Context: an optimization exercise on an open-source flow, tuned for small area, a short achievable clock period and few clock cycles. The choices shown serve that exercise and are no tape-out recipe.
Where RTL was checked, it was by simulation tests only, not by an equivalence proof against the original.

== run 5 ==
// conv_layer_top
module conv_layer_top (
  input  wire                                 clk,
  input  wire                                 reset,
  input  wire                                 ld_req,
  input  wire [4-1:0]              ld_addr,
  input  wire [4*16-1:0]  ld_data,
  input  wire                                 start_req,
  input  wire [4-1:0]              rd_addr,
  output logic                                ld_ack,
  output logic                                start_ack,
  output logic [4*16-1:0] rd_data
);
Size: about 8500 cells after synthesis, roughly 120000 sq um of cells after synthesis.
clock: 11.0 ns
lec_check: 0
abc_clock_period_in_ps: 4000
cap_margin: 20
core_margin: 2
core_utilization: 40
cts_buf_list: sky130_fd_sc_hd__clkbuf_8 sky130_fd_sc_hd__clkbuf_16
cts_cluster_diameter: 60
cts_cluster_size: 20
place_density: 0.6
setup_slack_margin: 5
slew_margin: 20
standard.sh (not shown) runs the stock make flow with config.mk's settings and CLKGATE_MAP_FILE= SYNTH_SCRIPT=/design/flow/synth_recipe.tcl, a recipe that flattens the netlist after the stock synthesis.
==> flow/flow/run.sh <==
#!/bin/bash
set -euo pipefail
MARGIN=7
export BUFFER_PORTS_ARGS="-buffer_cell sky130_fd_sc_hd__buf_4"
sed -e "s/ SETUP_SLACK_MARGIN=[0-9.]*//" -e "s/ \"\${@:-finish}\"/ SETUP_SLACK_MARGIN=${MARGIN} \"\${@:-finish}\"/" standard.sh > standard_margin.sh
grep -q "SETUP_SLACK_MARGIN=${MARGIN}" standard_margin.sh
bash standard_margin.sh > standard.log 2>&1
Setup changes, run 5 to run 2
--- a/flow/design.v
+++ b/flow/design.v
@@ -22,28 +22,28 @@
     if (u_we) mem_u[u_waddr] <= u_wdata;
     for (int i = 0; i < 4; i++) begin
       u_rdata[i*18+16 +: 2] <= u_mux[i*18+16 +: 2];
       if (!u_raw && !u_mux[i*18+17] && (u_mux[i*18+16] || u_mux[i*18+15]))
         u_rdata[i*18 +: 16] <= 16'h7fff;
       else if (!u_raw && u_mux[i*18+17] && !(u_mux[i*18+16] && u_mux[i*18+15]))
         u_rdata[i*18 +: 16] <= 16'h8000;
       else
         u_rdata[i*18 +: 16] <= u_mux[i*18 +: 16];
     end
   end
   always_comb begin
-    u_mux   = '0;
+    u_mux   = u_wdata & {72{u_we && u_raddr == u_waddr}};
     m_rdata = '0;
     for (int k = 0; k < 16; k++) begin
-      u_mux   = u_mux   | (mem_u[k] & {72{u_raddr == 4'(k)}});
+      u_mux   = u_mux   | (mem_u[k] & {72{u_raddr == 4'(k) && !(u_we && u_waddr == 4'(k))}});
       m_rdata = m_rdata | (mem_m[k] & {60{m_rsel[k]}});
     end
   end
 endmodule
 `default_nettype wire
 `timescale 1ns/1ns
 `default_nettype none
 module conv_csa0 (
   input  wire [63:0] x,    
   output logic [159:0] r   
 );
   logic [19:0] t0a, t0b, t1a, t1b, t2a, t2b, t3a, t3b;
@@ -3445,25 +3445,25 @@
   end
   always_ff @(posedge clk) begin
     if (reset) begin
       {v0, v1, v2, v3, v4} <= '0;
     end else begin
       v0 <= ld_we || inject;
       v1 <= v0;
       v2 <= v1;
       v3 <= v2;
       v4 <= v3;
     end
   end
-  assign busy    = v0 || v1 || v2 || v3;
+  assign busy    = v0 || v1 || v2 || v3 || v4;
   assign busy_rd = v0 || v1 || v2;
   assign m_we    = v3;
   assign m_waddr = a3;
   assign m_wdata = m_q;
   assign u_we    = v4;
   assign u_waddr = a4;
   assign u_wdata = u_d;
 endmodule
 `default_nettype wire
 `timescale 1ns/1ns
 `default_nettype none
 module layer_sequencer (
@@ -3497,25 +3497,25 @@
   logic         advance;
   logic         iss, iss_d;    
   assign ld_we = ld_req && !ld_ack;
   always_ff @(posedge clk) begin
     if (reset) ld_ack <= 1'b0;
     else       ld_ack <= ld_req;
   end
   assign m_ld     = (state == RUN) && (ph == 3'd0) && !pending[pos];
   assign inject   = iss;
   assign zero_s   = iss;
   assign skip_sel = iss_d;
   assign advance  = (state == RUN) && ((ph == 3'd0 && pending[pos]) || ph == 3'd6);
-  assign finish   = ((state == IDLE) && start_req && !busy && (&pending)) ||
+  assign finish   = ((state == IDLE) && start_req && !busy_rd && (&pending)) ||
                     (advance && pos == 4'(16 - 1));
   assign slow     = (state == RUN);
   assign rc_pos   = pos;
   assign rc_sel   = pos_oh;
   always_ff @(posedge clk) begin
     if (reset) begin
       iss   <= 1'b0;
       iss_d <= 1'b0;
     end else begin
       iss   <= m_ld;
       iss_d <= iss;
     end
## What came out
Run 2 ran to completion and came out clean on the timing, design-rule and antenna checks.
Diff run 5 -> run 2: HPWL reported at the end of detailed placement down 0.56%.
Part of the Yosys area used for sequential elements sits lower in run 2 than in run 5.
Looking at run 5 and run 2, the utilization is a wash.
Routed wire length on run 2 is up relative to run 5.
Run 5 vs run 2, endpoint of the worst setup timing path: u_mac.c2_q[65] vs u_map.u_rdata[67]
Testbench counts of run 2, summed over its fixed seeds: cycles 3,264.
No functional check of the RTL was part of run 5.

==> afterwards: timing with drivers on the ports <==
In the flow no input, the clock included, has a driving cell. The finished layouts below were timed again as built, in two steps.
Step 1 (the two cells are an assumption about what drives the block):
set clk [get_ports {clk}]
set_driving_cell -lib_cell sky130_fd_sc_hd__clkbuf_16 $clk
set_driving_cell -lib_cell sky130_fd_sc_hd__buf_2 [delete_from_list [all_inputs] $clk]
Step 2 also shifts input and output timing later by t, the mid clock arrival at the registers, as if the neighbouring blocks saw the same clock.
a / b / c = no drivers / after step 1 / after step 2; a / b = the first two.
| run | shift t [ns] | slack for setup (ns) | latest minus earliest clock arrival (ns) |
|---|---|---|---|
| run 5 | 0.992 | 6.814 / 6.814 / 6.016 | 0.064 / 0.065 |
| run 2 | 1.010 | 7.030 / 6.930 / 5.968 | 0.109 / 0.109 |
After both steps every run listed still meets setup and hold. For run 2, which loses most, drivers alone change the setup slack by -0.100 ns; drivers and shift together by -1.062 ns.
